Background: an optimization exercise with open tools, aiming at small area and a short achievable clock period. Do not read the settings as production practice.
No functional check of the RTL was part of any run shown here.

===== run.sh =====
#!/bin/bash
# synth_recipe.tcl (not shown) runs the flow's synth.tcl, then flattens the netlist and writes it again
# the make line also repeats each setting of config.mk as NAME=value (left out here)
make -C /OpenROAD-flow-scripts/flow DESIGN_CONFIG=/design/flow/config.mk WORK_HOME=/design/flow/orfs CLKGATE_MAP_FILE= SYNTH_SCRIPT=/design/flow/synth_recipe.tcl finish

===== config.mk =====
export PLATFORM = sky130hd
export DESIGN_NAME = fpu_top
export DESIGN_NICKNAME = fpu_top
export VERILOG_FILES = /design/flow/design.v
export SDC_FILE = /design/flow/constraint.sdc
export NUM_CORES = 4
export LEC_CHECK = 0
export ABC_AREA = 1
export CAP_MARGIN = 20
export CORE_MARGIN = 2
export CORE_UTILIZATION = 40
export SETUP_SLACK_MARGIN = 4
export SLEW_MARGIN = 20

===== constraint.sdc =====
create_clock -name core_clock -period 17.0 [get_ports {clk}]
set_input_delay 3.4000 -clock core_clock [delete_from_list [all_inputs] [get_ports {clk}]]
set_output_delay 3.4000 -clock core_clock [all_outputs]
set_load 0.01 [all_outputs]

===== design.v =====
package fpu_pkg;
	typedef struct packed {
		logic                   sign;
		logic [8-1:0]  exp;
		logic [23-1:0] frac;
	} float_fields_t;
	typedef union packed {
		logic [32-1:0] word;
		float_fields_t          f;
	} float_t;
	typedef enum logic [1:0] {
		op_add = 2'b00,
		op_sub = 2'b01,
		op_rsv = 2'b10,
		op_mul = 2'b11
	} fpu_op_t;
endpackage
module fpu_pfx_add #(
	parameter int W = 32
) (
	input  logic [W-1:0] i_a,
	input  logic [W-1:0] i_b,
	input  logic         i_ci,
	output logic [W-1:0] o_sum,
	output logic         o_co
);
	localparam int L = (W >= 32) ? 6 : (W >= 16) ? 5 : (W >= 8) ? 4 : (W >= 4) ? 3 : (W >= 2) ? 2 : 1;
	logic [W:0] g [L+1];
	logic [W:0] p [L+1];
	always_comb begin
		g[0][0] = i_ci;
		p[0][0] = 1'b0;
		for (int i = 0; i < W; i++) begin
			g[0][i+1] = i_a[i] & i_b[i];
			p[0][i+1] = i_a[i] ^ i_b[i];
		end
		for (int l = 0; l < L; l++) begin
			for (int i = 0; i <= W; i++) begin
				if ((i >> l) & 1) begin
					g[l+1][i] = g[l][i] | (p[l][i] & g[l][((i >> l) << l) - 1]);
					p[l+1][i] = p[l][i] & p[l][((i >> l) << l) - 1];
				end else begin
					g[l+1][i] = g[l][i];
					p[l+1][i] = p[l][i];
				end
			end
		end
		for (int i = 0; i < W; i++) begin
			o_sum[i] = p[0][i+1] ^ g[L][i];
		end
		o_co = g[L][W];
	end
endmodule
module fpu_lzc32 (
	input  logic [31:0] i_v,
	output logic [4:0]  o_cnt
);
	logic [15:0]      v1;
	logic [15:0]      c1;
	logic [7:0]       v2;
	logic [7:0][1:0]  c2;
	logic [3:0]       v3;
	logic [3:0][2:0]  c3;
	logic [1:0]       v4;
	logic [1:0][3:0]  c4;
	always_comb begin
		for (int j = 0; j < 16; j++) begin
			v1[j] = i_v[2*j+1] | i_v[2*j];
			c1[j] = ~i_v[2*j+1];
		end
		for (int j = 0; j < 8; j++) begin
			v2[j] = v1[2*j+1] | v1[2*j];
			c2[j] = v1[2*j+1] ? {1'b0, c1[2*j+1]} : {1'b1, c1[2*j]};
		end
		for (int j = 0; j < 4; j++) begin
			v3[j] = v2[2*j+1] | v2[2*j];
			c3[j] = v2[2*j+1] ? {1'b0, c2[2*j+1]} : {1'b1, c2[2*j]};
		end
		for (int j = 0; j < 2; j++) begin
			v4[j] = v3[2*j+1] | v3[2*j];
			c4[j] = v3[2*j+1] ? {1'b0, c3[2*j+1]} : {1'b1, c3[2*j]};
		end
		o_cnt = v4[1] ? {1'b0, c4[1]} : {1'b1, c4[0]};
	end
endmodule
module fpu_special_case (
	input  fpu_pkg::float_t i_a,
	input  fpu_pkg::float_t i_b,
	input  logic            i_is_mul,
	input  logic            i_is_rsv,
	output logic            o_sel_a,
	output logic            o_sel_b,
	output logic            o_sel_zero,
	output logic            o_sel_inf,
	output logic            o_sel_arith
);
	logic   a_zero;
	logic   a_inf;
	logic   a_nan;
	logic   b_zero;
	logic   b_inf;
	logic   b_nan;
	logic   a_emax;
	logic   a_f0;
	logic   b_emax;
	logic   b_f0;
	logic   add_a;
	logic   add_b;
	logic   mul_z;
	logic   mul_i;
	assign a_emax = &i_a.f.exp;
	assign a_f0   = ~|i_a.f.frac;
	assign b_emax = &i_b.f.exp;
	assign b_f0   = ~|i_b.f.frac;
	assign a_zero = ~|i_a.f.exp & a_f0;
	assign a_inf  = a_emax & a_f0;
	assign a_nan  = a_emax & ~a_f0;
	assign b_zero = ~|i_b.f.exp & b_f0;
	assign b_inf  = b_emax & b_f0;
	assign b_nan  = b_emax & ~b_f0;
	assign add_a = (a_nan | b_zero) | (~(b_nan | a_zero) & a_inf);
	assign add_b = ~(a_nan | b_zero) & ((b_nan | a_zero) | (~a_inf & b_inf));
	assign mul_z = ~a_nan & ~b_nan & (a_zero | b_zero);
	assign mul_i = ~a_nan & ~b_nan & ~(a_zero | b_zero) & (a_inf | b_inf);
	always_comb begin
		o_sel_a     = 1'b0;
		o_sel_b     = 1'b0;
		o_sel_zero  = 1'b0;
		o_sel_inf   = 1'b0;
		o_sel_arith = 1'b0;
		if (i_is_rsv) begin
		end else if (i_is_mul) begin
			o_sel_a     = a_nan;
			o_sel_b     = ~a_nan & b_nan;
			o_sel_zero  = mul_z;
			o_sel_inf   = mul_i;
			o_sel_arith = ~(a_nan | b_nan | a_zero | b_zero | a_inf | b_inf);
		end else begin
			o_sel_a     = add_a;
			o_sel_b     = add_b;
			o_sel_arith = ~(add_a | add_b);
		end
	end
endmodule
module fpu_add_far (
	input  logic            i_sign,
	input  logic [7:0]      i_exp,
	input  logic [23:0]     i_big_mant,
	input  logic [23:0]     i_small_mant,
	input  logic [4:0]      i_small_tz,
	input  logic [7:0]      i_diff,
	input  logic            i_sub,
	output fpu_pkg::float_t o_sum
);
	logic [25:0] shifted;
	logic        sticky;
	logic [26:0] small_ext;
	logic [27:0] raw;
	logic [23:0] mant;
	logic        guard;
	logic        rest;
	logic        inc;
	logic [24:0] rounded;
	logic [7:0]  exp_m1;
	logic [7:0]  exp_p1;
	logic [7:0]  exp_p2;
	logic [1:0]  exp_sel;
	assign shifted   = (i_diff > 8'd25) ? 26'd0 : ({i_small_mant, 2'b00} >> i_diff[4:0]);
	assign sticky    = ({3'b0, i_small_tz} + 8'd3 <= i_diff);
	assign small_ext = {shifted, sticky};
	logic raw_co;
	fpu_pfx_add #(.W(28)) u_add (
		.i_a   ({1'b0, i_big_mant, 3'b000}),
		.i_b   ({1'b0, small_ext} ^ {28{i_sub}}),
		.i_ci  (i_sub),
		.o_sum (raw),
		.o_co  (raw_co)
	);
	always_comb begin
		if (raw[27]) begin
			mant  = raw[27:4];
			guard = raw[3];
			rest  = |raw[2:0];
		end else if (raw[26]) begin
			mant  = raw[26:3];
			guard = raw[2];
			rest  = |raw[1:0];
		end else begin
			mant  = raw[25:2];
			guard = raw[1];
			rest  = raw[0];
		end
	end
	assign inc     = guard & (rest | mant[0]);
	logic rnd_co;
	fpu_pfx_add #(.W(25)) u_rnd (
		.i_a   ({1'b0, mant}),
		.i_b   (25'd0),
		.i_ci  (inc),
		.o_sum (rounded),
		.o_co  (rnd_co)
	);
	logic [2:0] e_co;
	fpu_pfx_add #(.W(8)) u_em1 (.i_a(i_exp), .i_b(8'hff), .i_ci(1'b0), .o_sum(exp_m1), .o_co(e_co[0]));
	fpu_pfx_add #(.W(8)) u_ep1 (.i_a(i_exp), .i_b(8'h00), .i_ci(1'b1), .o_sum(exp_p1), .o_co(e_co[1]));
	fpu_pfx_add #(.W(8)) u_ep2 (.i_a(i_exp), .i_b(8'h01), .i_ci(1'b1), .o_sum(exp_p2), .o_co(e_co[2]));
	assign exp_sel = raw[27] ? 2'd2 : (raw[26] ? 2'd1 : 2'd0);
	always_comb begin
		case ({exp_sel, rounded[24]})
			3'b000:  o_sum.f.exp = exp_m1;
			3'b001:  o_sum.f.exp = i_exp;
			3'b010:  o_sum.f.exp = i_exp;
			3'b011:  o_sum.f.exp = exp_p1;
			3'b100:  o_sum.f.exp = exp_p1;
			default: o_sum.f.exp = exp_p2;
		endcase
	end
	assign o_sum.f.sign = i_sign;
	assign o_sum.f.frac = rounded[22:0];
endmodule
module fpu_add_near (
	input  logic            i_a_sign,
	input  logic            i_b_sign,
	input  logic [7:0]      i_a_exp,
	input  logic [7:0]      i_b_exp,
	input  logic [23:0]     i_a_mant,
	input  logic [23:0]     i_b_mant,
	input  logic            i_a_big,
	input  logic            i_sub,
	output fpu_pkg::float_t o_sum
);
	logic        d1;
	logic [23:0] big_mant;
	logic [23:0] small_mant;
	logic [25:0] small_sh;
	logic [25:0] raw;
	logic        raw_co;
	logic [7:0]  a_exp_p1;
	logic [7:0]  b_exp_p1;
	logic [7:0]  big_exp_p1;
	logic [2:0]  e_co;
	logic [7:0]  exp_n;
	logic [4:0]  lz;
	logic [25:0] norm;
	logic [22:0] frac_r;
	logic        fr_co;
	assign d1         = i_a_exp[0] ^ i_b_exp[0];
	assign big_mant   = i_a_big ? i_a_mant : i_b_mant;
	assign small_mant = i_a_big ? i_b_mant : i_a_mant;
	assign small_sh   = d1 ? {2'b00, small_mant} : {1'b0, small_mant, 1'b0};
	fpu_pfx_add #(.W(26)) u_sub (
		.i_a   ({1'b0, big_mant, 1'b0}),
		.i_b   (small_sh ^ {26{i_sub}}),
		.i_ci  (i_sub),
		.o_sum (raw),
		.o_co  (raw_co)
	);
	fpu_pfx_add #(.W(8)) u_ap1 (.i_a(i_a_exp), .i_b(8'h00), .i_ci(1'b1), .o_sum(a_exp_p1), .o_co(e_co[0]));
	fpu_pfx_add #(.W(8)) u_bp1 (.i_a(i_b_exp), .i_b(8'h00), .i_ci(1'b1), .o_sum(b_exp_p1), .o_co(e_co[1]));
	assign big_exp_p1 = i_a_big ? a_exp_p1 : b_exp_p1;
	fpu_lzc32 u_lzc (.i_v({raw, 6'b0}), .o_cnt(lz));
	assign norm = raw << lz;
	fpu_pfx_add #(.W(8)) u_exp (.i_a(big_exp_p1), .i_b({3'b111, ~lz}), .i_ci(1'b1), .o_sum(exp_n), .o_co(e_co[2]));
	fpu_pfx_add #(.W(23)) u_rnd (
		.i_a   (raw[23:1]),
		.i_b   (23'd0),
		.i_ci  (raw[0] & raw[1]),
		.o_sum (frac_r),
		.o_co  (fr_co)
	);
	always_comb begin
		if (raw == '0) begin
			o_sum.word = '0;
		end else begin
			o_sum.f.sign = i_a_big ? i_a_sign : i_b_sign;
			o_sum.f.exp  = exp_n;
			o_sum.f.frac = (raw[25:24] == 2'b01) ? frac_r : norm[24:2];
		end
	end
endmodule
module fpu_adder (
	input  fpu_pkg::float_t i_a,
	input  fpu_pkg::float_t i_b,
	output logic            o_near,
	output fpu_pkg::float_t o_near_sum,
	output fpu_pkg::float_t o_far_sum
);
	logic        a_big;
	logic [7:0]  a_exp;
	logic [7:0]  b_exp;
	logic [23:0] a_mant;
	logic [23:0] b_mant;
	logic [23:0] a_rev;
	logic [23:0] b_rev;
	logic [4:0]  a_tz;
	logic [4:0]  b_tz;
	logic [8:0]  d_ab;
	logic [8:0]  d_ba;
	logic        a_ge;
	logic [7:0]  diff;
	logic        eff_sub;
	logic        near;
	fpu_pkg::float_t far_sum;
	fpu_pkg::float_t near_sum;
	assign a_exp  = i_a.f.exp | {7'b0, ~|i_a.f.exp};
	assign b_exp  = i_b.f.exp | {7'b0, ~|i_b.f.exp};
	assign a_mant = {|i_a.f.exp, i_a.f.frac};
	assign b_mant = {|i_b.f.exp, i_b.f.frac};
	logic [30:0] cmp_sum;
	fpu_pfx_add #(.W(31)) u_cmp (
		.i_a   (i_a.word[30:0]),
		.i_b   (~i_b.word[30:0]),
		.i_ci  (1'b1),
		.o_sum (cmp_sum),
		.o_co  (a_big)
	);
	logic co_dab;
	logic co_dba;
	fpu_pfx_add #(.W(9)) u_dab (
		.i_a   ({1'b0, a_exp}),
		.i_b   ({1'b1, ~b_exp}),
		.i_ci  (1'b1),
		.o_sum (d_ab),
		.o_co  (co_dab)
	);
	fpu_pfx_add #(.W(9)) u_dba (
		.i_a   ({1'b0, b_exp}),
		.i_b   ({1'b1, ~a_exp}),
		.i_ci  (1'b1),
		.o_sum (d_ba),
		.o_co  (co_dba)
	);
	assign a_ge = ~d_ab[8];
	assign diff = a_ge ? d_ab[7:0] : d_ba[7:0];
	always_comb begin
		for (int i = 0; i < 24; i++) begin
			a_rev[i] = a_mant[23-i];
			b_rev[i] = b_mant[23-i];
		end
	end
	fpu_lzc32 u_tza (.i_v({a_rev, 8'hff}), .o_cnt(a_tz));
	fpu_lzc32 u_tzb (.i_v({b_rev, 8'hff}), .o_cnt(b_tz));
	assign eff_sub = i_a.f.sign ^ i_b.f.sign;
	assign near = (diff[7:1] == 7'd0) & (eff_sub | ~(a_mant[23] | b_mant[23]));
	fpu_add_far u_far (
		.i_sign       (a_ge ? i_a.f.sign : i_b.f.sign),
		.i_exp        (a_ge ? a_exp : b_exp),
		.i_big_mant   (a_ge ? a_mant : b_mant),
		.i_small_mant (a_ge ? b_mant : a_mant),
		.i_small_tz   (a_ge ? b_tz : a_tz),
		.i_diff       (diff),
		.i_sub        (eff_sub),
		.o_sum        (far_sum)
	);
	fpu_add_near u_near (
		.i_a_sign (i_a.f.sign),
		.i_b_sign (i_b.f.sign),
		.i_a_exp  (a_exp),
		.i_b_exp  (b_exp),
		.i_a_mant (a_mant),
		.i_b_mant (b_mant),
		.i_a_big  (a_big),
		.i_sub    (eff_sub),
		.o_sum    (near_sum)
	);
	assign o_near     = near;
	assign o_near_sum = near_sum;
	assign o_far_sum  = far_sum;
endmodule
module fpu_multiplier (
	input  fpu_pkg::float_t i_a,
	input  fpu_pkg::float_t i_b,
	output fpu_pkg::float_t o_product
);
	logic [23:0] a_mant;
	logic [23:0] b_mant;
	logic [4:0]  a_lz;
	logic [4:0]  b_lz;
	logic [5:0]  shift;
	logic [47:0] row0;
	logic [47:0] row1;
	logic [47:0] product;
	logic [47:0] norm;
	logic [7:0]  exp_base;
	assign a_mant = {|i_a.f.exp, i_a.f.frac};
	assign b_mant = {|i_b.f.exp, i_b.f.frac};
	fpu_lzc32 u_lza (.i_v({a_mant, 8'hff}), .o_cnt(a_lz));
	fpu_lzc32 u_lzb (.i_v({b_mant, 8'hff}), .o_cnt(b_lz));
	assign shift = {1'b0, a_lz} + {1'b0, b_lz};
	fpu_mul_tree u_tree (
		.i_a    (a_mant),
		.i_b    (b_mant),
		.o_row0 (row0),
		.o_row1 (row1)
	);
	logic prod_co;
	fpu_pfx_add #(.W(48)) u_cpa (
		.i_a   (row0),
		.i_b   (row1),
		.i_ci  (1'b0),
		.o_sum (product),
		.o_co  (prod_co)
	);
	assign norm    = product << shift;
	assign exp_base = (i_a.f.exp | {7'b0, ~|i_a.f.exp}) + (i_b.f.exp | {7'b0, ~|i_b.f.exp})
	                  - 8'(127) - {2'b0, shift};
	logic [7:0] exp_p1;
	logic       e_co;
	fpu_pfx_add #(.W(8)) u_ep1 (.i_a(exp_base), .i_b(8'h00), .i_ci(1'b1), .o_sum(exp_p1), .o_co(e_co));
	always_comb begin
		o_product.f.sign = i_a.f.sign ^ i_b.f.sign;
		if (norm[47]) begin
			o_product.f.exp  = exp_p1;
			o_product.f.frac = norm[46:24];
		end else begin
			o_product.f.exp  = exp_base;
			o_product.f.frac = norm[45:23];
		end
	end
endmodule
module fpu_mul_tree (
	input  logic [23:0] i_a,
	input  logic [23:0] i_b,
	output logic [47:0] o_row0,
	output logic [47:0] o_row1
);
	logic [24:0] b_ext;
	logic [24:0] a_x1;
	logic [24:0] a_x2;
	logic [11:0] one;
	logic [11:0] two;
	logic [11:0] neg;
	logic [11:0] nneg;
	logic [24:0] x0;
	logic [24:0] x1;
	logic [24:0] x2;
	logic [24:0] x3;
	logic [24:0] x4;
	logic [24:0] x5;
	logic [24:0] x6;
	logic [24:0] x7;
	logic [24:0] x8;
	logic [24:0] x9;
	logic [24:0] x10;
	logic [24:0] x11;
	logic [23:0] top;
	logic t1, t2, t3, t4, t5, t6, t7, t8, t9, t10, t11, t12, t13, t14, t15, t16, t17, t18, t19, t20, t21, t22, t23, t24, t25, t26, t27, t28, t29, t30, t31, t32, t33, t34, t35, t36, t37, t38, t39, t40, t41, t42, t43, t44, t45, t46, t47, t48, t49, t50, t51, t52, t53, t54, t55, t56, t57, t58, t59, t60, t61, t62, t63, t64, t65, t66, t67, t68, t69, t70, t71, t72, t73, t74, t75, t76, t77, t78, t79, t80, t81, t82, t83, t84, t85, t86, t87, t88, t89, t90, t91, t92, t93, t94, t95, t96, t97, t98, t99, t100, t101, t102, t103, t104, t105, t106, t107, t108, t109, t110, t111, t112, t113, t114, t115, t116, t117, t118, t119, t120, t121, t122, t123, t124, t125, t126, t127, t128, t129, t130, t131, t132, t133, t134, t135, t136, t137, t138, t139, t140, t141, t142, t143, t144, t145, t146, t147, t148, t149, t150, t151, t152, t153, t154, t155, t156, t157, t158, t159, t160, t161, t162, t163, t164, t165, t166, t167, t168, t169, t170, t171, t172, t173, t174, t175, t176, t177, t178, t179, t180, t181, t182, t183, t184, t185, t186, t187, t188, t189, t190, t191, t192, t193, t194, t195, t196, t197, t198, t199, t200, t201, t202, t203, t204, t205, t206, t207, t208, t209, t210, t211, t212, t213, t214, t215, t216, t217, t218, t219, t220, t221, t222, t223, t224, t225, t226, t227, t228, t229, t230, t231, t232, t233, t234, t235, t236, t237, t238, t239, t240, t241, t242, t243, t244, t245, t246, t247, t248, t249, t250, t251, t252, t253, t254, t255, t256, t257, t258, t259, t260, t261, t262, t263, t264, t265, t266, t267, t268, t269, t270, t271, t272, t273, t274, t275, t276, t277, t278, t279, t280, t281, t282, t283, t284, t285, t286, t287, t288, t289, t290, t291, t292, t293, t294, t295, t296, t297, t298, t299, t300, t301, t302, t303, t304, t305, t306, t307, t308, t309, t310, t311, t312, t313, t314, t315, t316, t317, t318, t319, t320, t321, t322, t323, t324, t325, t326, t327, t328, t329, t330, t331, t332, t333, t334, t335, t336, t337, t338, t339, t340, t341, t342, t343, t344, t345, t346, t347, t348, t349, t350, t351, t352, t353, t354, t355, t356, t357, t358, t359, t360, t361, t362, t363, t364, t365, t366, t367, t368, t369, t370, t371, t372, t373, t374, t375, t376, t377, t378, t379, t380, t381, t382, t383, t384, t385, t386, t387, t388, t389, t390, t391, t392, t393, t394, t395, t396, t397, t398, t399, t400, t401, t402, t403, t404, t405, t406, t407, t408, t409, t410, t411, t412, t413, t414, t415, t416, t417, t418, t419, t420, t421, t422, t423, t424, t425, t426, t427, t428, t429, t430, t431, t432, t433, t434, t435, t436, t437, t438, t439, t440, t441, t442, t443, t444, t445, t446, t447, t448, t449, t450, t451, t452, t453, t454, t455, t456, t457, t458, t459, t460, t461, t462, t463, t464, t465, t466, t467, t468, t469, t470, t471, t472, t473, t474, t475, t476, t477, t478, t479, t480, t481, t482, t483, t484, t485, t486, t487, t488, t489, t490, t491, t492, t493, t494, t495, t496, t497, t498, t499, t500, t501, t502, t503, t504, t505, t506, t507, t508, t509, t510, t511, t512, t513, t514, t515, t516, t517, t518, t519, t520, t521, t522, t523, t524, t525, t526, t527, t528, t529, t530, t531, t532, t533, t534, t535, t536, t537, t538, t539, t540, t541, t542, t543, t544, t545, t546, t547, t548, t549, t550, t551, t552, t553, t554, t555, t556, t557, t558, t559, t560, t561, t562, t563, t564, t565, t566, t567, t568, t569, t570, t571, t572, t573, t574, t575, t576, t577, t578, t579, t580, t581, t582, t583, t584, t585, t586, t587, t588, t589, t590, t591, t592;
	assign b_ext = {i_b, 1'b0};
	assign a_x1  = {1'b0, i_a};
	assign a_x2  = {i_a, 1'b0};
	assign one[0]  = b_ext[1] ^ b_ext[0];
	assign two[0]  = (b_ext[2] & ~b_ext[1] & ~b_ext[0]) | (~b_ext[2] & b_ext[1] & b_ext[0]);
	assign neg[0]  = b_ext[2];
	assign nneg[0] = ~b_ext[2];
	assign x0 = ((a_x1 & {25{one[0]}}) | (a_x2 & {25{two[0]}})) ^ {25{neg[0]}};
	assign one[1]  = b_ext[3] ^ b_ext[2];
	assign two[1]  = (b_ext[4] & ~b_ext[3] & ~b_ext[2]) | (~b_ext[4] & b_ext[3] & b_ext[2]);
	assign neg[1]  = b_ext[4];
	assign nneg[1] = ~b_ext[4];
	assign x1 = ((a_x1 & {25{one[1]}}) | (a_x2 & {25{two[1]}})) ^ {25{neg[1]}};
	assign one[2]  = b_ext[5] ^ b_ext[4];
	assign two[2]  = (b_ext[6] & ~b_ext[5] & ~b_ext[4]) | (~b_ext[6] & b_ext[5] & b_ext[4]);
	assign neg[2]  = b_ext[6];
	assign nneg[2] = ~b_ext[6];
	assign x2 = ((a_x1 & {25{one[2]}}) | (a_x2 & {25{two[2]}})) ^ {25{neg[2]}};
	assign one[3]  = b_ext[7] ^ b_ext[6];
	assign two[3]  = (b_ext[8] & ~b_ext[7] & ~b_ext[6]) | (~b_ext[8] & b_ext[7] & b_ext[6]);
	assign neg[3]  = b_ext[8];
	assign nneg[3] = ~b_ext[8];
	assign x3 = ((a_x1 & {25{one[3]}}) | (a_x2 & {25{two[3]}})) ^ {25{neg[3]}};
	assign one[4]  = b_ext[9] ^ b_ext[8];
	assign two[4]  = (b_ext[10] & ~b_ext[9] & ~b_ext[8]) | (~b_ext[10] & b_ext[9] & b_ext[8]);
	assign neg[4]  = b_ext[10];
	assign nneg[4] = ~b_ext[10];
	assign x4 = ((a_x1 & {25{one[4]}}) | (a_x2 & {25{two[4]}})) ^ {25{neg[4]}};
	assign one[5]  = b_ext[11] ^ b_ext[10];
	assign two[5]  = (b_ext[12] & ~b_ext[11] & ~b_ext[10]) | (~b_ext[12] & b_ext[11] & b_ext[10]);
	assign neg[5]  = b_ext[12];
	assign nneg[5] = ~b_ext[12];
	assign x5 = ((a_x1 & {25{one[5]}}) | (a_x2 & {25{two[5]}})) ^ {25{neg[5]}};
	assign one[6]  = b_ext[13] ^ b_ext[12];
	assign two[6]  = (b_ext[14] & ~b_ext[13] & ~b_ext[12]) | (~b_ext[14] & b_ext[13] & b_ext[12]);
	assign neg[6]  = b_ext[14];
	assign nneg[6] = ~b_ext[14];
	assign x6 = ((a_x1 & {25{one[6]}}) | (a_x2 & {25{two[6]}})) ^ {25{neg[6]}};
	assign one[7]  = b_ext[15] ^ b_ext[14];
	assign two[7]  = (b_ext[16] & ~b_ext[15] & ~b_ext[14]) | (~b_ext[16] & b_ext[15] & b_ext[14]);
	assign neg[7]  = b_ext[16];
	assign nneg[7] = ~b_ext[16];
	assign x7 = ((a_x1 & {25{one[7]}}) | (a_x2 & {25{two[7]}})) ^ {25{neg[7]}};
	assign one[8]  = b_ext[17] ^ b_ext[16];
	assign two[8]  = (b_ext[18] & ~b_ext[17] & ~b_ext[16]) | (~b_ext[18] & b_ext[17] & b_ext[16]);
	assign neg[8]  = b_ext[18];
	assign nneg[8] = ~b_ext[18];
	assign x8 = ((a_x1 & {25{one[8]}}) | (a_x2 & {25{two[8]}})) ^ {25{neg[8]}};
	assign one[9]  = b_ext[19] ^ b_ext[18];
	assign two[9]  = (b_ext[20] & ~b_ext[19] & ~b_ext[18]) | (~b_ext[20] & b_ext[19] & b_ext[18]);
	assign neg[9]  = b_ext[20];
	assign nneg[9] = ~b_ext[20];
	assign x9 = ((a_x1 & {25{one[9]}}) | (a_x2 & {25{two[9]}})) ^ {25{neg[9]}};
	assign one[10]  = b_ext[21] ^ b_ext[20];
	assign two[10]  = (b_ext[22] & ~b_ext[21] & ~b_ext[20]) | (~b_ext[22] & b_ext[21] & b_ext[20]);
	assign neg[10]  = b_ext[22];
	assign nneg[10] = ~b_ext[22];
	assign x10 = ((a_x1 & {25{one[10]}}) | (a_x2 & {25{two[10]}})) ^ {25{neg[10]}};
	assign one[11]  = b_ext[23] ^ b_ext[22];
	assign two[11]  = (b_ext[24] & ~b_ext[23] & ~b_ext[22]) | (~b_ext[24] & b_ext[23] & b_ext[22]);
	assign neg[11]  = b_ext[24];
	assign nneg[11] = ~b_ext[24];
	assign x11 = ((a_x1 & {25{one[11]}}) | (a_x2 & {25{two[11]}})) ^ {25{neg[11]}};
	assign top = i_a & {24{i_b[23]}};
	assign {t2, t1} = x0[16] + x1[14];
	assign {t4, t3} = x0[17] + x1[15];
	assign {t6, t5} = x0[18] + x1[16] + x2[14];
	assign {t8, t7} = x3[12] + x4[10];
	assign {t10, t9} = x0[19] + x1[17] + x2[15];
	assign {t12, t11} = x3[13] + x4[11];
	assign {t14, t13} = x0[20] + x1[18] + x2[16];
	assign {t16, t15} = x3[14] + x4[12] + x5[10];
	assign {t18, t17} = x6[8] + x7[6];
	assign {t20, t19} = x0[21] + x1[19] + x2[17];
	assign {t22, t21} = x3[15] + x4[13] + x5[11];
	assign {t24, t23} = x6[9] + x7[7];
	assign {t26, t25} = x0[22] + x1[20] + x2[18];
	assign {t28, t27} = x3[16] + x4[14] + x5[12];
	assign {t30, t29} = x6[10] + x7[8] + x8[6];
	assign {t32, t31} = x9[4] + x10[2];
	assign {t34, t33} = x0[23] + x1[21] + x2[19];
	assign {t36, t35} = x3[17] + x4[15] + x5[13];
	assign {t38, t37} = x6[11] + x7[9] + x8[7];
	assign {t40, t39} = x9[5] + x10[3];
	assign {t42, t41} = x0[24] + x1[22] + x2[20];
	assign {t44, t43} = x3[18] + x4[16] + x5[14];
	assign {t46, t45} = x6[12] + x7[10] + x8[8];
	assign {t48, t47} = x9[6] + x10[4] + x11[2];
	assign {t50, t49} = x1[23] + x2[21] + x3[19];
	assign {t52, t51} = x4[17] + x5[15] + x6[13];
	assign {t54, t53} = x7[11] + x8[9] + x9[7];
	assign {t56, t55} = x10[5] + x11[3] + top[1];
	assign {t58, t57} = x1[24] + x2[22] + x3[20];
	assign {t60, t59} = x4[18] + x5[16] + x6[14];
	assign {t62, t61} = x7[12] + x8[10] + x9[8];
	assign {t64, t63} = x10[6] + x11[4] + top[2];
	assign {t66, t65} = nneg[1] + x2[23] + x3[21];
	assign {t68, t67} = x4[19] + x5[17] + x6[15];
	assign {t70, t69} = x7[13] + x8[11] + x9[9];
	assign {t72, t71} = x10[7] + x11[5] + top[3];
	assign {t74, t73} = 1'b1 + x2[24] + x3[22];
	assign {t76, t75} = x4[20] + x5[18] + x6[16];
	assign {t78, t77} = x7[14] + x8[12] + x9[10];
	assign {t80, t79} = x10[8] + x11[6];
	assign {t82, t81} = nneg[2] + x3[23] + x4[21];
	assign {t84, t83} = x5[19] + x6[17] + x7[15];
	assign {t86, t85} = x8[13] + x9[11] + x10[9];
	assign {t88, t87} = 1'b1 + x3[24] + x4[22];
	assign {t90, t89} = x5[20] + x6[18] + x7[16];
	assign {t92, t91} = x8[14] + x9[12];
	assign {t94, t93} = nneg[3] + x4[23] + x5[21];
	assign {t96, t95} = x6[19] + x7[17] + x8[15];
	assign {t98, t97} = 1'b1 + x4[24] + x5[22];
	assign {t100, t99} = x6[20] + x7[18];
	assign {t102, t101} = nneg[4] + x5[23] + x6[21];
	assign {t104, t103} = 1'b1 + x5[24];
	assign {t106, t105} = x0[10] + x1[8];
	assign {t108, t107} = x0[11] + x1[9];
	assign {t110, t109} = x0[12] + x1[10] + x2[8];
	assign {t112, t111} = x3[6] + x4[4];
	assign {t114, t113} = x0[13] + x1[11] + x2[9];
	assign {t116, t115} = x3[7] + x4[5];
	assign {t118, t117} = x0[14] + x1[12] + x2[10];
	assign {t120, t119} = x3[8] + x4[6] + x5[4];
	assign {t122, t121} = x6[2] + x7[0];
	assign {t124, t123} = x0[15] + x1[13] + x2[11];
	assign {t126, t125} = x3[9] + x4[7] + x5[5];
	assign {t128, t127} = x6[3] + x7[1];
	assign {t130, t129} = t1 + x2[12] + x3[10];
	assign {t132, t131} = x4[8] + x5[6] + x6[4];
	assign {t134, t133} = x7[2] + x8[0] + neg[8];
	assign {t136, t135} = t2 + t3 + x2[13];
	assign {t138, t137} = x3[11] + x4[9] + x5[7];
	assign {t140, t139} = x6[5] + x7[3] + x8[1];
	assign {t142, t141} = t4 + t5 + t7;
	assign {t144, t143} = x5[8] + x6[6] + x7[4];
	assign {t146, t145} = x8[2] + x9[0] + neg[9];
	assign {t148, t147} = t6 + t8 + t9;
	assign {t150, t149} = t11 + x5[9] + x6[7];
	assign {t152, t151} = x7[5] + x8[3] + x9[1];
	assign {t154, t153} = t10 + t12 + t13;
	assign {t156, t155} = t15 + t17 + x8[4];
	assign {t158, t157} = x9[2] + x10[0] + neg[10];
	assign {t160, t159} = t14 + t16 + t18;
	assign {t162, t161} = t19 + t21 + t23;
	assign {t164, t163} = x8[5] + x9[3] + x10[1];
	assign {t166, t165} = t20 + t22 + t24;
	assign {t168, t167} = t25 + t27 + t29;
	assign {t170, t169} = t31 + x11[0] + neg[11];
	assign {t172, t171} = t26 + t28 + t30;
	assign {t174, t173} = t32 + t33 + t35;
	assign {t176, t175} = t37 + t39 + x11[1];
	assign {t178, t177} = t34 + t36 + t38;
	assign {t180, t179} = t40 + t41 + t43;
	assign {t182, t181} = t45 + t47 + top[0];
	assign {t184, t183} = t42 + t44 + t46;
	assign {t186, t185} = t48 + t49 + t51;
	assign {t188, t187} = t53 + t55 + neg[0];
	assign {t190, t189} = t50 + t52 + t54;
	assign {t192, t191} = t56 + t57 + t59;
	assign {t194, t193} = t61 + t63 + neg[0];
	assign {t196, t195} = t58 + t60 + t62;
	assign {t198, t197} = t64 + t65 + t67;
	assign {t200, t199} = t69 + t71 + nneg[0];
	assign {t202, t201} = t66 + t68 + t70;
	assign {t204, t203} = t72 + t73 + t75;
	assign {t206, t205} = t77 + t79 + top[4];
	assign {t208, t207} = t74 + t76 + t78;
	assign {t210, t209} = t80 + t81 + t83;
	assign {t212, t211} = t85 + x11[7] + top[5];
	assign {t214, t213} = t82 + t84 + t86;
	assign {t216, t215} = t87 + t89 + t91;
	assign {t218, t217} = x10[10] + x11[8] + top[6];
	assign {t220, t219} = t88 + t90 + t92;
	assign {t222, t221} = t93 + t95 + x9[13];
	assign {t224, t223} = x10[11] + x11[9] + top[7];
	assign {t226, t225} = t94 + t96 + t97;
	assign {t228, t227} = t99 + x8[16] + x9[14];
	assign {t230, t229} = x10[12] + x11[10] + top[8];
	assign {t232, t231} = t98 + t100 + t101;
	assign {t234, t233} = x7[19] + x8[17] + x9[15];
	assign {t236, t235} = x10[13] + x11[11] + top[9];
	assign {t238, t237} = t102 + t103 + x6[22];
	assign {t240, t239} = x7[20] + x8[18] + x9[16];
	assign {t242, t241} = x10[14] + x11[12] + top[10];
	assign {t244, t243} = t104 + nneg[5] + x6[23];
	assign {t246, t245} = x7[21] + x8[19] + x9[17];
	assign {t248, t247} = x10[15] + x11[13] + top[11];
	assign {t250, t249} = 1'b1 + x6[24] + x7[22];
	assign {t252, t251} = x8[20] + x9[18] + x10[16];
	assign {t254, t253} = x11[14] + top[12];
	assign {t256, t255} = nneg[6] + x7[23] + x8[21];
	assign {t258, t257} = x9[19] + x10[17] + x11[15];
	assign {t260, t259} = 1'b1 + x7[24] + x8[22];
	assign {t262, t261} = x9[20] + x10[18];
	assign {t264, t263} = nneg[7] + x8[23] + x9[21];
	assign {t266, t265} = 1'b1 + x8[24];
	assign {t268, t267} = x0[6] + x1[4];
	assign {t270, t269} = x0[7] + x1[5];
	assign {t272, t271} = x0[8] + x1[6] + x2[4];
	assign {t274, t273} = x3[2] + x4[0];
	assign {t276, t275} = x0[9] + x1[7] + x2[5];
	assign {t278, t277} = x3[3] + x4[1];
	assign {t280, t279} = t105 + x2[6] + x3[4];
	assign {t282, t281} = x4[2] + x5[0] + neg[5];
	assign {t284, t283} = t106 + t107 + x2[7];
	assign {t286, t285} = x3[5] + x4[3] + x5[1];
	assign {t288, t287} = t108 + t109 + t111;
	assign {t290, t289} = x5[2] + x6[0] + neg[6];
	assign {t292, t291} = t110 + t112 + t113;
	assign {t294, t293} = t115 + x5[3] + x6[1];
	assign {t296, t295} = t114 + t116 + t117;
	assign {t298, t297} = t119 + t121 + neg[7];
	assign {t300, t299} = t118 + t120 + t122;
	assign {t302, t301} = t123 + t125 + t127;
	assign {t304, t303} = t124 + t126 + t128;
	assign {t306, t305} = t129 + t131 + t133;
	assign {t308, t307} = t130 + t132 + t134;
	assign {t310, t309} = t135 + t137 + t139;
	assign {t312, t311} = t136 + t138 + t140;
	assign {t314, t313} = t141 + t143 + t145;
	assign {t316, t315} = t142 + t144 + t146;
	assign {t318, t317} = t147 + t149 + t151;
	assign {t320, t319} = t148 + t150 + t152;
	assign {t322, t321} = t153 + t155 + t157;
	assign {t324, t323} = t154 + t156 + t158;
	assign {t326, t325} = t159 + t161 + t163;
	assign {t328, t327} = t160 + t162 + t164;
	assign {t330, t329} = t165 + t167 + t169;
	assign {t332, t331} = t166 + t168 + t170;
	assign {t334, t333} = t171 + t173 + t175;
	assign {t336, t335} = t172 + t174 + t176;
	assign {t338, t337} = t177 + t179 + t181;
	assign {t340, t339} = t178 + t180 + t182;
	assign {t342, t341} = t183 + t185 + t187;
	assign {t344, t343} = t184 + t186 + t188;
	assign {t346, t345} = t189 + t191 + t193;
	assign {t348, t347} = t190 + t192 + t194;
	assign {t350, t349} = t195 + t197 + t199;
	assign {t352, t351} = t196 + t198 + t200;
	assign {t354, t353} = t201 + t203 + t205;
	assign {t356, t355} = t202 + t204 + t206;
	assign {t358, t357} = t207 + t209 + t211;
	assign {t360, t359} = t208 + t210 + t212;
	assign {t362, t361} = t213 + t215 + t217;
	assign {t364, t363} = t214 + t216 + t218;
	assign {t366, t365} = t219 + t221 + t223;
	assign {t368, t367} = t220 + t222 + t224;
	assign {t370, t369} = t225 + t227 + t229;
	assign {t372, t371} = t226 + t228 + t230;
	assign {t374, t373} = t231 + t233 + t235;
	assign {t376, t375} = t232 + t234 + t236;
	assign {t378, t377} = t237 + t239 + t241;
	assign {t380, t379} = t238 + t240 + t242;
	assign {t382, t381} = t243 + t245 + t247;
	assign {t384, t383} = t244 + t246 + t248;
	assign {t386, t385} = t249 + t251 + t253;
	assign {t388, t387} = t250 + t252 + t254;
	assign {t390, t389} = t255 + t257 + top[13];
	assign {t392, t391} = t256 + t258 + t259;
	assign {t394, t393} = t261 + x11[16] + top[14];
	assign {t396, t395} = t260 + t262 + t263;
	assign {t398, t397} = x10[19] + x11[17] + top[15];
	assign {t400, t399} = t264 + t265 + x9[22];
	assign {t402, t401} = x10[20] + x11[18] + top[16];
	assign {t404, t403} = t266 + nneg[8] + x9[23];
	assign {t406, t405} = x10[21] + x11[19] + top[17];
	assign {t408, t407} = 1'b1 + x9[24] + x10[22];
	assign {t410, t409} = x11[20] + top[18];
	assign {t412, t411} = nneg[9] + x10[23] + x11[21];
	assign {t414, t413} = 1'b1 + x10[24];
	assign {t416, t415} = x0[4] + x1[2];
	assign {t418, t417} = x0[5] + x1[3];
	assign {t420, t419} = t267 + x2[2] + x3[0];
	assign {t422, t421} = t268 + t269 + x2[3];
	assign {t424, t423} = t270 + t271 + t273;
	assign {t426, t425} = t272 + t274 + t275;
	assign {t428, t427} = t276 + t278 + t279;
	assign {t430, t429} = t280 + t282 + t283;
	assign {t432, t431} = t284 + t286 + t287;
	assign {t434, t433} = t288 + t290 + t291;
	assign {t436, t435} = t292 + t294 + t295;
	assign {t438, t437} = t296 + t298 + t299;
	assign {t440, t439} = t300 + t302 + t303;
	assign {t442, t441} = t304 + t306 + t307;
	assign {t444, t443} = t308 + t310 + t311;
	assign {t446, t445} = t312 + t314 + t315;
	assign {t448, t447} = t316 + t318 + t319;
	assign {t450, t449} = t320 + t322 + t323;
	assign {t452, t451} = t324 + t326 + t327;
	assign {t454, t453} = t328 + t330 + t331;
	assign {t456, t455} = t332 + t334 + t335;
	assign {t458, t457} = t336 + t338 + t339;
	assign {t460, t459} = t340 + t342 + t343;
	assign {t462, t461} = t344 + t346 + t347;
	assign {t464, t463} = t348 + t350 + t351;
	assign {t466, t465} = t352 + t354 + t355;
	assign {t468, t467} = t356 + t358 + t359;
	assign {t470, t469} = t360 + t362 + t363;
	assign {t472, t471} = t364 + t366 + t367;
	assign {t474, t473} = t368 + t370 + t371;
	assign {t476, t475} = t372 + t374 + t375;
	assign {t478, t477} = t376 + t378 + t379;
	assign {t480, t479} = t380 + t382 + t383;
	assign {t482, t481} = t384 + t386 + t387;
	assign {t484, t483} = t388 + t390 + t391;
	assign {t486, t485} = t392 + t394 + t395;
	assign {t488, t487} = t396 + t398 + t399;
	assign {t490, t489} = t400 + t402 + t403;
	assign {t492, t491} = t404 + t406 + t407;
	assign {t494, t493} = t408 + t410 + t411;
	assign {t496, t495} = t412 + t413 + x11[22];
	assign {t498, t497} = t414 + nneg[10] + x11[23];
	assign {t500, t499} = 1'b1 + x11[24];
	assign {t502, t501} = x0[2] + x1[0];
	assign {t504, t503} = x0[3] + x1[1];
	assign {t506, t505} = t415 + x2[0] + neg[2];
	assign {t508, t507} = t416 + t417 + x2[1];
	assign {t510, t509} = t418 + t419 + neg[3];
	assign {t512, t511} = t420 + t421 + x3[1];
	assign {t514, t513} = t422 + t423 + neg[4];
	assign {t516, t515} = t424 + t425 + t277;
	assign {t518, t517} = t426 + t427 + t281;
	assign {t520, t519} = t428 + t429 + t285;
	assign {t522, t521} = t430 + t431 + t289;
	assign {t524, t523} = t432 + t433 + t293;
	assign {t526, t525} = t434 + t435 + t297;
	assign {t528, t527} = t436 + t437 + t301;
	assign {t530, t529} = t438 + t439 + t305;
	assign {t532, t531} = t440 + t441 + t309;
	assign {t534, t533} = t442 + t443 + t313;
	assign {t536, t535} = t444 + t445 + t317;
	assign {t538, t537} = t446 + t447 + t321;
	assign {t540, t539} = t448 + t449 + t325;
	assign {t542, t541} = t450 + t451 + t329;
	assign {t544, t543} = t452 + t453 + t333;
	assign {t546, t545} = t454 + t455 + t337;
	assign {t548, t547} = t456 + t457 + t341;
	assign {t550, t549} = t458 + t459 + t345;
	assign {t552, t551} = t460 + t461 + t349;
	assign {t554, t553} = t462 + t463 + t353;
	assign {t556, t555} = t464 + t465 + t357;
	assign {t558, t557} = t466 + t467 + t361;
	assign {t560, t559} = t468 + t469 + t365;
	assign {t562, t561} = t470 + t471 + t369;
	assign {t564, t563} = t472 + t473 + t373;
	assign {t566, t565} = t474 + t475 + t377;
	assign {t568, t567} = t476 + t477 + t381;
	assign {t570, t569} = t478 + t479 + t385;
	assign {t572, t571} = t480 + t481 + t389;
	assign {t574, t573} = t482 + t483 + t393;
	assign {t576, t575} = t484 + t485 + t397;
	assign {t578, t577} = t486 + t487 + t401;
	assign {t580, t579} = t488 + t489 + t405;
	assign {t582, t581} = t490 + t491 + t409;
	assign {t584, t583} = t492 + t493 + top[19];
	assign {t586, t585} = t494 + t495 + top[20];
	assign {t588, t587} = t496 + t497 + top[21];
	assign {t590, t589} = t498 + t499 + top[22];
	assign {t592, t591} = t500 + nneg[11] + top[23];
	assign o_row0[0] = x0[0];
	assign o_row1[0] = neg[0];
	assign o_row0[1] = x0[1];
	assign o_row1[1] = 1'b0;
	assign o_row0[2] = t501;
	assign o_row1[2] = neg[1];
	assign o_row0[3] = t502;
	assign o_row1[3] = t503;
	assign o_row0[4] = t504;
	assign o_row1[4] = t505;
	assign o_row0[5] = t506;
	assign o_row1[5] = t507;
	assign o_row0[6] = t508;
	assign o_row1[6] = t509;
	assign o_row0[7] = t510;
	assign o_row1[7] = t511;
	assign o_row0[8] = t512;
	assign o_row1[8] = t513;
	assign o_row0[9] = t514;
	assign o_row1[9] = t515;
	assign o_row0[10] = t516;
	assign o_row1[10] = t517;
	assign o_row0[11] = t518;
	assign o_row1[11] = t519;
	assign o_row0[12] = t520;
	assign o_row1[12] = t521;
	assign o_row0[13] = t522;
	assign o_row1[13] = t523;
	assign o_row0[14] = t524;
	assign o_row1[14] = t525;
	assign o_row0[15] = t526;
	assign o_row1[15] = t527;
	assign o_row0[16] = t528;
	assign o_row1[16] = t529;
	assign o_row0[17] = t530;
	assign o_row1[17] = t531;
	assign o_row0[18] = t532;
	assign o_row1[18] = t533;
	assign o_row0[19] = t534;
	assign o_row1[19] = t535;
	assign o_row0[20] = t536;
	assign o_row1[20] = t537;
	assign o_row0[21] = t538;
	assign o_row1[21] = t539;
	assign o_row0[22] = t540;
	assign o_row1[22] = t541;
	assign o_row0[23] = t542;
	assign o_row1[23] = t543;
	assign o_row0[24] = t544;
	assign o_row1[24] = t545;
	assign o_row0[25] = t546;
	assign o_row1[25] = t547;
	assign o_row0[26] = t548;
	assign o_row1[26] = t549;
	assign o_row0[27] = t550;
	assign o_row1[27] = t551;
	assign o_row0[28] = t552;
	assign o_row1[28] = t553;
	assign o_row0[29] = t554;
	assign o_row1[29] = t555;
	assign o_row0[30] = t556;
	assign o_row1[30] = t557;
	assign o_row0[31] = t558;
	assign o_row1[31] = t559;
	assign o_row0[32] = t560;
	assign o_row1[32] = t561;
	assign o_row0[33] = t562;
	assign o_row1[33] = t563;
	assign o_row0[34] = t564;
	assign o_row1[34] = t565;
	assign o_row0[35] = t566;
	assign o_row1[35] = t567;
	assign o_row0[36] = t568;
	assign o_row1[36] = t569;
	assign o_row0[37] = t570;
	assign o_row1[37] = t571;
	assign o_row0[38] = t572;
	assign o_row1[38] = t573;
	assign o_row0[39] = t574;
	assign o_row1[39] = t575;
	assign o_row0[40] = t576;
	assign o_row1[40] = t577;
	assign o_row0[41] = t578;
	assign o_row1[41] = t579;
	assign o_row0[42] = t580;
	assign o_row1[42] = t581;
	assign o_row0[43] = t582;
	assign o_row1[43] = t583;
	assign o_row0[44] = t584;
	assign o_row1[44] = t585;
	assign o_row0[45] = t586;
	assign o_row1[45] = t587;
	assign o_row0[46] = t588;
	assign o_row1[46] = t589;
	assign o_row0[47] = t590;
	assign o_row1[47] = t591;
endmodule
module fpu_top (
	input  logic             clk,
	input  logic             i_rst_n,
	input  logic [1:0]       i_op,
	input  logic [31:0]      i_a,
	input  logic [31:0]      i_b,
	output logic [31:0]      o_result
);
	fpu_pkg::float_t a_w;
	fpu_pkg::float_t b_w;
	logic   is_sub;
	logic   is_mul;
	logic   is_rsv;
	fpu_pkg::float_t eff_b;
	logic   sel_a;
	logic   sel_b;
	logic   sel_zero;
	logic   sel_inf;
	logic   sel_arith;
	fpu_pkg::float_t near_sum;
	fpu_pkg::float_t far_sum;
	logic   near;
	fpu_pkg::float_t product;
	logic   sel_near;
	logic   sel_far;
	logic   sel_prod;
	logic   sign_x;
	logic [31:0] early;
	logic [31:0] next_result;
	assign a_w.word = i_a;
	assign b_w.word = i_b;
	assign is_sub = (i_op == fpu_pkg::op_sub);
	assign is_mul = (i_op == fpu_pkg::op_mul);
	assign is_rsv = (i_op == fpu_pkg::op_rsv);
	always_comb begin
		eff_b        = b_w;
		eff_b.f.sign = b_w.f.sign ^ is_sub;
	end
	fpu_special_case u_special (
		.i_a        (a_w),
		.i_b        (eff_b),
		.i_is_mul   (is_mul),
		.i_is_rsv   (is_rsv),
		.o_sel_a    (sel_a),
		.o_sel_b    (sel_b),
		.o_sel_zero (sel_zero),
		.o_sel_inf  (sel_inf),
		.o_sel_arith(sel_arith)
	);
	fpu_adder u_adder (
		.i_a        (a_w),
		.i_b        (eff_b),
		.o_near     (near),
		.o_near_sum (near_sum),
		.o_far_sum  (far_sum)
	);
	fpu_multiplier u_mult (
		.i_a       (a_w),
		.i_b       (b_w),
		.o_product (product)
	);
	assign sign_x   = i_a[31] ^ i_b[31];
	assign sel_prod = sel_arith & is_mul;
	assign sel_near = sel_arith & ~is_mul & near;
	assign sel_far  = sel_arith & ~is_mul & ~near;
	assign early[31]    = (i_a[31] & sel_a) | (eff_b.f.sign & sel_b) | (sign_x & (sel_zero | sel_inf));
	assign early[30:23] = (i_a[30:23] & {8{sel_a}}) | (i_b[30:23] & {8{sel_b}}) | {8{sel_inf | is_rsv}};
	assign early[22]    = (i_a[22] & sel_a) | (i_b[22] & sel_b) | is_rsv;
	assign early[21:0]  = (i_a[21:0] & {22{sel_a}}) | (i_b[21:0] & {22{sel_b}});
	assign next_result = early
	                   | (near_sum.word & {32{sel_near}})
	                   | (far_sum.word & {32{sel_far}})
	                   | (product.word & {32{sel_prod}});
	always_ff @(posedge clk or negedge i_rst_n) begin
		if (!i_rst_n) begin
			o_result <= '0;
		end else begin
			o_result <= next_result;
		end
	end
endmodule

==> results.txt, run 1 <==
Outcome:
- The flow ran to the end and the layout has no timing, DRC or antenna violations.

Job:
- Max-cap violations in this run came to 0.

Yosys:
- After synthesis the netlist holds a flip-flop and latch count of 32.
- A synthesized cell averages 6.28 µm².
- Yosys mapped a number of flops with a built-in enable equal to 0.
- For this run, the register share of the synthesized area comes to 0.0258.
- The count of yosys warnings during synthesis is 33.
- The predominant post-synthesis flop cell is dfrtp_1.
- The mapped netlist covers 31,000 µm².
- The number of library cell types mapped by synthesis is 65.
- The synthesized net count is 5,498.
- The share of synthesized flip-flops with an asynchronous set or reset is 1.00.
- In the synthesized netlist, the number of instances is 4,941.

Route:
- The routed length on met2 is 55.7 mm.
- The total vias in the final route is 35,200.
- Dividing the detail-routed via count by the number of cells gives 5.94.
- In the routed design, unresolved DRC markers number 0.
- The first routing iteration left 4,380 violations.
- Dividing the detail-routed wire length by the instance count gives 23.6 µm.
- The highest metal layer with signal wires is met5.
- The number of detailed-route iterations in the first pass is 7.
- For this block, the routed nets add up to 140 mm of wire.
- The routed length on met1 is 58.8 mm.
- The wire length on met3 is 19.2 mm.
- Once detail routing completed, the nets flagged for antenna violations numbered 0.

Floorplanning:
- The count of standard-cell rows is 102.
- During I/O placement, the number of pins put on the boundary was 100.
- The overall die height is 283 µm.
- The chip width is 283 µm.
- The initial cell density of the core is 0.403.
- The area of the core region is 77,100 µm².
- The die covers 79,800 µm².

Global route:
- The via count of the first global-routing pass is 32,800.
- The number of antenna violations at the first check in global routing was 2.
- Summed over all layers, the global routing overflow is 0.
- In the global route stage, overall resource usage came out at 0.340.
- The first global-routing pass estimated 205 mm of wire.
- Entering global routing, the biggest net connects 68 pins.

Clocking:
- In this run the deepest clock path goes through 2 buffers.
- TritonCTS built the clock tree.
- The CTS clock-pin slew for the worst setup and hold paths is 60 ps.
- The number of clock buffers inserted by TritonCTS is 5.
- The H-tree generated during clock tree synthesis spans 2 levels.
- The master cell of the clock root buffer is clkbuf_16.
- In this run, post-CTS hold repair placed 0 buffers.
- Clock tree synthesis found a total of 32 sinks.

STA:
- The count of endpoints failing hold in the final timing report is 0.
- Setup repair after global routing left no endpoint under its margin.
- For the pin with the worst max-slew slack, the measured transition is 1140 ps.
- Dividing the final minimum period by the clock period gives 0.742.
- Subtracting the final worst setup slack from the clock period gives 12,610 ps.
- Setup violations remaining at the end of the flow were counted as 0.
- The max-slew violation total from the final report was 0.
- The setup TNS after final layout is 0 ps.
- Derived from the worst setup path, the maximum achievable clock frequency is 0.0793 GHz.
- The remaining max-slew budget at the tightest pin is 0.243.

Worst hold path:
- The tightest min-delay check is of the in -> async type.

Final layout:
- The most frequent standard cell in the layout excluding fill and tap cells is nand2_1.
- The register with the most flip-flops in the layout has 32 of them.
- In the final layout, the registers with the most flip-flops are o_result: 32 flops.
- In the final design database the tool counted 5,437 nets.
- In the layout the commonest cells are nand2_1 (1,054), nand3_1 (619), inv_1 (610).
- Of the cells placed in the final design, the portion with a size suffix greater than 1 is 0.0611.
- The register with the most flip-flops in the final layout is o_result.
- The area growth from synthesis to layout is 8.17%.
- Once layout is complete, the utilization of the core stands at 0.436.
- The filler cells instantiated in the layout total 8,376.

Critical path:
- The worst setup path is launched from an input pin.
- The cell repeated most along the worst path is nand3_1.
- STA classifies the critical path endpoint as a flop.
- The critical path start-end classification is in -> reg.
- The gate family responsible for the most delay along the worst path is adder cells.
- The required time at the endpoint of the critical path is 17,130 ps.
- The top fanout value on the critical path is 28.
- The number of buffer and inverter instances along the worst setup path is 7.
- For this run, the slowest stage of the critical path takes 580 ps.
- The slowest stage of the critical path is the fa_1 cell.
- For the worst setup path, the data arrival time is 12,740 ps.

Placed design:
- The number of port buffers is 99.
- The post-detailed-placement half-perimeter wirelength is 104 mm.
- Routability-driven placement finished with a final weighted congestion of 1.03.
cells in the mapped netlist, drive strengths merged (123+ instances only):
library cell  number  share of area
buf              123          0.019
xor2             382           0.11
nor2             309          0.040
ha               216          0.087
a21oi            158          0.026
clkbuf           179          0.022
nand3            623           0.10
inv              643          0.078
nand2           1086           0.13
o22ai            290          0.058
o21ai            290          0.047
fa               273           0.18
layer usage:
layer,GRT usage,vias up
met4,0.123,2
met5,0,-
li1,-,16200
met1,0.478,16300
met3,0.107,387
met2,0.484,2303
area by class of cell:
cell class                      instances  area [µm²]  area share
Timing Repair inverter                  2        12.5    0.000373
Antenna cell                            1        2.50   0.0000745
Inverter                              660        2530      0.0754
Tap cell                             1040        1300      0.0388
Sequential cell                        32         801      0.0238
Multi-Input combinational cell       3952       26800       0.798
Timing Repair Buffer                  227        2000      0.0595
Clock buffer                            7         153     0.00455
timing repair:
| item | 4_1_cts | 5_1_grt |
|---|---|---|
| buffers inserted | 4 | 17 |
| pin swaps | 1 | 6 |
| gates resized for setup | 13 | 54 |
| cloned | 2 | 5 |
| setup endpoints to repair | 31 | 31 |
worst max path at each step:
stage	start	to	slack [ps]	cells past startpoint
3_5_place_dp	i_b[26]	o_result[27]$_DFF_PN0_	2990	54
3_3_place_gp	i_b[26]	o_result[27]$_DFF_PN0_	3120	54
6_report	i_b[7]	o_result[9]$_DFF_PN0_	4390	37
4_1_cts	i_a[15]	o_result[9]$_DFF_PN0_	4040	36
5_1_grt	i_b[29]	o_result[27]$_DFF_PN0_	3990	58
2_1_floorplan	i_b[19]	o_result[30]$_DFF_PN0_	5900	52
logic make-up (layout without fill, tap and decap cells):
kind of cell / count (synthesis) / in the layout / share of synthesized area
AND/OR/NAND/NOR: 2161 / 2164 / 0.305
flip-flops: 32 / 32 / 0.0258
buffers and inverters: 962 / 896 / 0.120
XOR/XNOR: 414 / 414 / 0.117
multiplexers: 9 / 9 / 0.00290
adder cells (fa/ha/maj): 489 / 489 / 0.263
other: 1 / 2 / 0.000121
AO/OA/AOI/OAI: 873 / 875 / 0.165
metrics by stage:
stage | hold slack, ps | worst slack, ps | instance area (µm²) | std cells
after floorplan | 3100 | 5900 | 31000 | 4941
after global placement | 3580 | 3120 | 33000 | 5885
after detailed placement | 3580 | 2990 | 33000 | 5885
after CTS | 3270 | 4040 | 33300 | 5898
after global routing | 3290 | 3990 | 33600 | 5920
final | 3220 | 4390 | 33600 | 5921
==> run 2, diff against run 1 <==
==> flow/run.sh (new file) <==
#!/bin/bash
# The standard layout (the standard.sh, unchanged synthesis), with the port buffers
# that placement inserts on every input and output made sky130_fd_sc_hd__buf_4 instead
# of the delay cell buffer_ports picks by itself. make's output goes to flow_make.log;
# ORFS keeps each step's own log under orfs/logs.
set -euo pipefail
bash standard.sh "BUFFER_PORTS_ARGS=-buffer_cell sky130_fd_sc_hd__buf_4" finish > flow_make.log 2>&1
==> standard.sh (new file) <==
#!/bin/bash
# synth_recipe.tcl (not shown) runs the flow's synth.tcl, then flattens the netlist and writes it again
# the make line also repeats each setting of config.mk as NAME=value (left out here)
make -C /OpenROAD-flow-scripts/flow DESIGN_CONFIG=/design/flow/config.mk WORK_HOME=/design/flow/orfs CLKGATE_MAP_FILE= SYNTH_SCRIPT=/design/flow/synth_recipe.tcl "${@:-finish}"
--- a/config.mk
+++ b/config.mk
@@ -9,5 +9,5 @@
 export CAP_MARGIN = 20
 export CORE_MARGIN = 2
 export CORE_UTILIZATION = 40
-export SETUP_SLACK_MARGIN = 4
+export SETUP_SLACK_MARGIN = 5
 export SLEW_MARGIN = 20
removed: run.sh
==> run 2 against run 1 <==
Via count rose by 0.99%. Global-route usage rose by 0.73 points. Critical path depth down 3. Setup slack gained 1000 ps. Clock-buffer cell count decreased by 2. Highest routed layer unchanged. Synthesized cell count is the same. Core utilization shrank 0.078 points. Fmax grew 8.8%. First-iteration DRC count grew 7.7%.
==> results.txt, run 2 <==
Route:
- The number of detailed-route iterations in the first pass is 9 (+2).
- The number of remaining DRC errors is 0 (unchanged).
- The total vias in the final route came to 35,500 (+0.99%).
- The routed wirelength normalized by instance count is 24.5 µm (+3.8%).
- The detail-routed via count per cell is 6.01 (+1.2%).
- The final wirelength is 145 mm (+3.6%).
- The violation count after the first detailed-route iteration is 4,718 (+7.7%).
- The number of nets with antenna violations after detailed routing is 0 (unchanged).

Yosys:
- The number of enable-type register cells in the synthesized netlist is 0 (unchanged).
- The share of synthesized flip-flops with an asynchronous set or reset is 1.00 (unchanged).
- Ranked by instance count, the synthesized netlist is headed by nand2_1 (1,059), nand3_1 (619), inv_1 (617).
- nand2_1 is the most common cell in the netlist.
- The average cell area after synthesis is 6.28 µm² (unchanged).
- The count of yosys warnings during synthesis is 33 (unchanged).
- The top-area cell type share of the netlist area is 0.176 (unchanged).
- The predominant post-synthesis flop cell is dfrtp_1.
- The sequential element share of the synthesized area is 0.0258 (unchanged).
- The synthesized net count is 5,498 (unchanged).
- The cell accounting for the most synthesized area is fa_1.
- The number of library cell types mapped by synthesis is 65 (unchanged).
- The post-synthesis sequential element count is 32 (unchanged).
- After synthesis, the cell types taking the most area are fa_1 (18%), nand2_1 (13%), xor2_1 (11%), nand3_1 (10%), ha_1 (8.7%).
- The post-synth design cell area is 31,000 µm² (unchanged).
- The number of instances in the synthesized netlist came to 4,941 (unchanged).

Floorplanning:
- The overall die area is 79,800 µm² (unchanged).
- The area of the core region is 77,100 µm² (unchanged).
- The initial cell density of the core is 0.403 (unchanged).
- The overall die height came to 283 µm (unchanged).
- The chip width is 283 µm (unchanged).
- The count of standard-cell rows was 102 (unchanged).
- The number of top-level design ports was 100 (unchanged).

Clocking:
- The number of clock buffers inserted by TritonCTS is 5 (unchanged).
- The maximum number of buffers from clock root to sink came to 2 (unchanged).
- The CTS tree is built.
- The number of clock sinks is 32 (unchanged).
- The cell sitting at the root of the clock tree is a clkbuf_16.
- The hold buffer count at cts was 0 (unchanged).
- The H-tree depth came to 2 (unchanged).
- The CTS clock-pin slew for the worst setup and hold paths is 70 ps (about the same).

Final layout:
- The ratio of cells with drive above 1 in the final layout came to 0.0811 (+0.0201).
- The total of fill cells in the finished design came to 8,302 (-0.88%).
- In the layout the commonest cells are nand2_1 (1,053), nand3_1 (617), inv_1 (610).
- The flip-flop count of the largest register, all copies and words added is 32 (unchanged).
- The synthesis-to-layout area growth is 7.97%.
- The post-route cell area is 33,500 µm² (-0.18%).
- The number of antenna repair diodes was 0 (-1).
- The largest registers in the layout are o_result: 32 flops.
- The number of nets in the final layout is 5,424 (-0.24%).
- Counting flops per register, the top entry is o_result.
- The library cell used most frequently in the layout, excluding fill and tap cells, is nand2_1.

STA:
- The fraction of the cycle the final worst path needs came to 0.682 (-0.0601).
- The transition at the pin with the smallest max-transition slack is 1140 ps (+7.98 ps).
- Setup repair after global routing could not meet its margin everywhere.
- The count of endpoints failing hold in the final timing report is 0 (unchanged).
- The setup TNS after final layout is 0 ps (unchanged).
- The final hold slack was 3050 ps (-165 ps).
- The clock period minus worst slack came to 11,590 ps (-1020 ps).
- The final count of negative-setup-slack endpoints was 0 (unchanged).
- The remaining max-slew budget at the tightest pin was 0.237 (-0.00532).
- The max-slew violation total from the final report came to 0 (unchanged).
- The maximum clock frequency is 0.0863 GHz (+8.8%).

Placed design:
- The post-detailed-placement half-perimeter wirelength is 105 mm (+1.1%).
- The total cell area at the placement stage is 32,600 µm² (-1.3%).
- The final weighted congestion of routability-driven global placement is 0.993 (-3.6%).
- The number of port buffers is 99 (unchanged).

Critical path:
- The top fanout value on the critical path was 31 (+11%).
- The data arrival time of the critical path is 11,820 ps (-920 ps).
- The required time at the endpoint of the critical path is 17,230 ps (+100 ps).
- The cell at the slowest stage of the critical path is a21oi_2.
- The critical path start-end classification is in -> reg.
- The endpoint type of the worst setup path is a flop.
- The cell repeated most along the worst path is nand3_1.
- STA classifies the critical path startpoint as an input pin.
- The biggest cell delay along the critical path was 870 ps (+290 ps).

Global route:
- The number of antenna violations at the first check in global routing is 2 (unchanged).
- The global-route wire length before repair is 209 mm (+1.7%).
- The global router's overall resource usage is 0.348 (+0.00734).
- The largest net degree at the start of global routing is 90 (+32%).
- The overall overflow remaining after global route is 0 (unchanged).
- The via count of the first global-routing pass is 32,800 (-0.061%).

Worst hold path:
- The min-delay analysis places its worst path in the category in -> async.

Outcome:
- The flow ran to the end and the layout has no timing, DRC or antenna violations.

Job:
- The reported max-cap violation count is 0 (unchanged).
-- run 2: path summary, 6_finish.rpt --
path	from	to	slack, ps	depth (start not counted)
min	i_rst_n	o_result[5]$_DFF_PN0_	3050	1
min in group core_clock	i_b[26]	o_result[26]$_DFF_PN0_	3580	5
max	i_b[11]	o_result[4]$_DFF_PN0_	5410	34
max in group asynchronous	i_rst_n	o_result[6]$_DFF_PN0_	13550	1
-- run 2: layer usage --
metal / share of wire / wire (µm) / GRT usage
met4: 0.043 / 6160 / 0.117
met1: 0.42 / 61100 / 0.494
met2: 0.40 / 58000 / 0.497
met5: 0.00019 / 27 / 0
met3: 0.13 / 19500 / 0.103
-- run 2: final cells by class --
type | instances | area [µm²] | area share
clock inverters | 3 | 18.8 | 0.000560
repair inverters | 2 | 16.3 | 0.000485
flip-flops and latches | 32 | 801 | 0.0239
repair buffers | 211 | 1750 | 0.0523
clock buffers | 5 | 125 | 0.00373
inverters | 660 | 2540 | 0.0757
multi-input cells | 3955 | 27000 | 0.805
well taps | 1040 | 1300 | 0.0388
-- run 2: logic make-up (layout without fill, tap and decap cells) --
group                    after synthesis  count (layout)  synth area share
AO/OA/AOI/OAI                        873             877             0.165
XOR/XNOR                             414             414             0.117
adder cells (fa/ha/maj)              489             489             0.263
buffers and inverters                962             881             0.120
flip-flops                            32              32            0.0258
multiplexers                           9               9           0.00290
other                                  1               1          0.000121
AND/OR/NAND/NOR                     2161            2165             0.305
-- run 2: timing repair --
| item | CTS | global route |
|---|---|---|
| cloned | 1 | 10 |
| resized for setup | 23 | 89 |
| pin swaps | 1 | 14 |
| hold endpoints to repair | 0 | 0 |
| endpoints found under the setup margin | 31 | 31 |
| buffers inserted | 4 | 28 |
-- run 2: metrics by stage --
| step | utilization | setup WS [ps] | std cells |
|---|---|---|---|
| floorplan | - | 5900 | 4941 |
| finish | 0.435 | 5410 | 5908 |
| global placement | 0.422 | 3860 | 5857 |
| global route | 0.435 | 4950 | 5908 |
| CTS | 0.426 | 5020 | 5870 |
| detailed placement | 0.422 | 3680 | 5857 |
-- run 2: worst max-delay path: cells and delay by family --
| family | cells | cell delay (ps) |
|---|---|---|
| fa+ha+maj | 6 | 2660 |
| compound gates | 6 | 2160 |
| simple gates | 16 | 2150 |
| buf+inv | 5 | 1200 |
| xor+xnor | 1 | 210 |

## what the ideal ports hide
How much do the figures lean on ideal ports? The routed layouts below were timed once more, with nothing changed but the port constraints.
Step 1: set_driving_cell puts a clkbuf_16 on clk and a buf_2 on each other input, an assumption about the parent block.
Step 2 adds t to the input delays and takes it off the output delays; t is the mean of the earliest and latest rising clock arrival at the registers after step 1. Input paths then give back, and output paths get back, about the clock's delay inside the block.
Slacks: no drivers / after step 1 / after step 2; pairs: no drivers / after step 1.
run | shift t [ns] | setup WS [ns] | slew at the worst register clock pin (ns)
run 1 | 0.342 | 4.390 / 4.410 / 4.068 | 0.07 / 0.07
run 2 | 0.341 | 5.411 / 5.428 / 5.087 | 0.07 / 0.07
After both steps every run listed still meets setup and hold. For run 2, which loses most, drivers alone change the setup slack by +0.017 ns; drivers and shift together by -0.324 ns.
